What follows belongs to an exercise in optimizing a design on an open flow for a short achievable clock period and few clock cycles; a production flow would make more cautious choices.
In this exercise RTL edits were held to simulation tests only and were not proved equivalent to the original.
No driver is modelled on the clock port, so clocking that relies on it looks cheaper here than on a real chip.
Power figures rest on the tool's default switching activity, not on a simulated workload.

== run 1 ==
Design l2_tlb_tag_lookup, start of the top module:
module l2_tlb_tag_lookup #(
    parameter  int SETS  = 16,
    parameter  int VPN_W = 31,
    localparam int IW    = $clog2(SETS)
) (
    input  logic             clk,
    input  logic             reset_n,
    input  logic             req_valid,
    output logic             req_ready,
    input  logic [VPN_W-1:0] req_vpn,
    input  logic             req_passthrough,
    input  logic             flush,
    output logic             resp_valid,
    output logic [4:0]       resp_hitsVec,
    output logic             resp_miss,
    output logic [IW-1:0]    resp_idx,
    output logic [3:0]       resp_valid_way,
    output logic             ptw_req_valid,
    input  logic             ptw_req_ready,
    output logic [VPN_W-1:0] ptw_req_vpn,
    input  logic             ptw_resp_valid,
    input  logic             ptw_resp_error,
    output logic             refill_valid,
    output logic [1:0]       refill_way,
    output logic [IW-1:0]    refill_idx
);
==> flow/config.mk <==
export PLATFORM = sky130hd
export DESIGN_NAME = l2_tlb_tag_lookup
export DESIGN_NICKNAME = l2_tlb_tag_lookup
export VERILOG_FILES = /design/flow/design.v
export SDC_FILE = /design/flow/constraint.sdc
export NUM_CORES = 4
export LEC_CHECK = 0
export CAP_MARGIN = 20
export CORE_MARGIN = 8
export CORE_UTILIZATION = 45
export SETUP_SLACK_MARGIN = 3.0
export SLEW_MARGIN = 20
export SYNTH_HIERARCHICAL = 1
export SYNTH_MINIMUM_KEEP_SIZE = 0
export TNS_END_PERCENT = 100
==> flow/constraint.sdc <==
create_clock -name core_clock -period 5.5 [get_ports {clk}]
set_input_delay 1.1000 -clock core_clock [delete_from_list [all_inputs] [get_ports {clk}]]
set_output_delay 1.1000 -clock core_clock [all_outputs]
set_load 0.01 [all_outputs]
standard.sh (not shown) runs the stock make flow with config.mk's settings and CLKGATE_MAP_FILE= SYNTH_SCRIPT=/design/flow/synth_recipe.tcl, a recipe that flattens the netlist after the stock synthesis.
==> flow/flow/run.sh <==
#!/bin/bash
# Layout flow: the standard ORFS flow (standard.sh, with the standard
# synthesis unchanged) plus two ORFS step hooks:
#   flow/io.tcl       before pin placement: keeps the ports of the short
#                     port-to-port control paths next to each other;
#   flow/post_cts.tcl after CTS: upsizes the port buffers and the gates
#                     that drive output buffers, then repairs setup again.
# Each tool's output is in synth.log / layout.log here and in orfs/logs/.
set -euo pipefail
here=$(pwd)
export PRE_IO_PLACEMENT_TCL=$here/flow/io.tcl
export POST_CTS_TCL=$here/flow/post_cts.tcl
bash standard.sh synth > synth.log 2>&1
bash standard.sh finish > layout.log 2>&1
==> flow/flow/post_cts.tcl <==
# Run after ORFS's CTS step (POST_CTS_TCL): upsize the port buffers and the
# gates between ports, which the timing repair leaves at small drive
# strengths, then repair setup once more and legalise.

proc my_cell_of_pin {pin} {
  return [$pin instance]
}

# Upsize a cell to the given drive strength if it is weaker.
proc my_upsize {inst strength} {
  set master [$inst getMaster]
  set name [$master getName]
  if {![regexp {^(sky130_fd_sc_hd__[a-z0-9]+)_([0-9]+)$} $name -> base drive]} { return }
  if {$drive >= $strength} { return }
  set new "${base}_${strength}"
  if {[[ord::get_db] findMaster $new] eq "NULL"} { return }
  puts "upsize [$inst getName]: $name -> $new"
  replace_cell [get_cells [$inst getName]] $new
}

set block [ord::get_db_block]
foreach bterm [$block getBTerms] {
  set pname [$bterm getName]
  if {$pname eq "clk"} { continue }
  set net [$bterm getNet]
  if {$net eq "NULL"} { continue }
  foreach iterm [$net getITerms] {
    set inst [$iterm getInst]
    set mname [[$inst getMaster] getName]
    if {[string match "sky130_fd_sc_hd__buf_*" $mname]} {
      if {[$bterm getIoType] eq "INPUT"} {
        my_upsize $inst 8
      } else {
        my_upsize $inst 6
        # and the gate that drives the output buffer
        set in_net [[$inst findITerm A] getNet]
        set drv [$in_net getFirstOutput]
        if {$drv ne "NULL"} {
          set dinst [$drv getInst]
          if {![[$dinst getMaster] isSequential]} { my_upsize $dinst 4 }
        }
      }
    }
  }
}

log_cmd estimate_parasitics -placement
repair_timing_helper
set result [catch { detailed_placement } msg]
if { $result != 0 } { error "Detailed placement failed after port upsizing: $msg" }
check_placement -verbose
log_cmd estimate_parasitics -placement
report_worst_slack -max
Other scripts of this flow, unchanged in this note and not shown: flow/flow/io.tcl
Testbench counts of run 1, summed over its fixed seeds: cycles 58,847.
Input-level comparison between run 2 and run 1:
- CORE_UTILIZATION changed from 45 to 55
--- a/flow/flow/post_cts.tcl
+++ b/flow/flow/post_cts.tcl
@@ -1,4 +1,4 @@
-# Run after ORFS's CTS step (POST_CTS_TCL): upsize the port buffers and the
-# gates between ports, which the timing repair leaves at small drive
-# strengths, then repair setup once more and legalise.
+# Run after ORFS's CTS step (POST_CTS_TCL): upsize the port buffers, the
+# gates between ports and the small nand/nor gates, which the timing repair
+# leaves at small drive strengths, then repair setup once more and legalise.
 
@@ -16,3 +16,3 @@
   if {[[ord::get_db] findMaster $new] eq "NULL"} { return }
-  puts "upsize [$inst getName]: $name -> $new"
+  # puts "upsize [$inst getName]: $name -> $new"
   replace_cell [get_cells [$inst getName]] $new
@@ -46,2 +46,11 @@
 
+# The compare tree's nand/nor gates are often left at drive 1 on long
+# wires: start them at drive 2.
+foreach inst [$block getInsts] {
+  set mname [[$inst getMaster] getName]
+  if {[regexp {^sky130_fd_sc_hd__(nand2|nand3|nand4|nor2|nor3|o21ai|a21oi)_1$} $mname]} {
+    my_upsize $inst 2
+  }
+}
+
 log_cmd estimate_parasitics -placement
### Flow results
- Run 2: no failed stages, no open violations at the end
- On global-route wire length before repair: between run 2 and run 1, it ends up lower for run 1.
- Summary — routed wire length, run 2 relative to run 1: higher, by about 1.1%.
- Delta (run 2 minus run 1): die area moved down, non-clock buffer count in the final layout has increased.
- Sequential share of layout area, run 2 and run 1: larger value in run 1
Input-level comparison between run 3 and run 2:
--- a/flow/flow/post_cts.tcl
+++ b/flow/flow/post_cts.tcl
@@ -1,4 +1,4 @@
-# Run after ORFS's CTS step (POST_CTS_TCL): upsize the port buffers, the
-# gates between ports and the small nand/nor gates, which the timing repair
-# leaves at small drive strengths, then repair setup once more and legalise.
+# Run after ORFS's CTS step (POST_CTS_TCL): upsize the port buffers and the
+# gates between ports, which the timing repair leaves at small drive
+# strengths, then repair setup once more and legalise.
 
@@ -16,3 +16,3 @@
   if {[[ord::get_db] findMaster $new] eq "NULL"} { return }
-  # puts "upsize [$inst getName]: $name -> $new"
+  puts "upsize [$inst getName]: $name -> $new"
   replace_cell [get_cells [$inst getName]] $new
@@ -46,11 +46,2 @@
 
-# The compare tree's nand/nor gates are often left at drive 1 on long
-# wires: start them at drive 2.
-foreach inst [$block getInsts] {
-  set mname [[$inst getMaster] getName]
-  if {[regexp {^sky130_fd_sc_hd__(nand2|nand3|nand4|nor2|nor3|o21ai|a21oi)_1$} $mname]} {
-    my_upsize $inst 2
-  }
-}
-
 log_cmd estimate_parasitics -placement
Results
Delta (run 3 minus run 2): global-route usage down 0.53 points, minimum clock period after layout held steady, average routed wire per standard cell shows an increase of 5.1%. Run 3 vs run 2 — routed wire length on met3 rose about 30%. Run 3 vs run 2, instance count: run 3 higher. Setup slack of the most critical reg-to-reg path in run 3 is 0.03 ns higher than in run 2. Compared with run 2, run 3 ends up with a smaller final cell area. In run 3 the final net count turned out 0.52% higher than in run 2.
## Diff of input files: run 4 against run 3
- SETUP_SLACK_MARGIN: 3.0 -> 3.4
Routed wire length in run 4 is 7.7% higher than in run 3. Relative to run 3, non-clock buffer count in the final layout increased by about 70% in run 4. Re final-layout clock buffer total: run 4 is 1 up on run 3. Taking run 3 as the reference point, the clock power of run 4 falls by about 3%. Run 3 has lower layout overhead on the synthesized area than run 4. Summary of run 4 over run 3: total inserted antenna cells increased 5; routed length per placed instance grew by about 5%.

==> afterwards: timing with drivers on the ports <==
No port has a modelled driver above. Below, the same layouts with a new extraction and two added sets of constraints.
Step 1, drivers: a clkbuf_16 drives clk and a buf_2 each remaining input, both assumed.
Step 2 times the ports against the registers' clock, not the clock port: input delays grow and output delays shrink by t, the midpoint of the rising clock arrivals with the driver on.
Three values: no drivers, after step 1, after step 2; two values: the first two.
run | t, ns | slack for setup (ns) | cell pins on the clock port's net
run 1 | 0.921 | 2.835 / 2.747 / 1.922 | 1
run 2 | 0.871 | 2.852 / 2.788 / 1.919 | 1
run 3 | 0.875 | 2.854 / 2.652 / 1.777 | 1
run 4 | 0.897 | 2.854 / 2.531 / 1.633 | 1
After both steps every run listed still meets setup and hold. The setup slack of run 4, which loses most, moves by -0.323 ns with the drivers and by -1.221 ns with both steps.
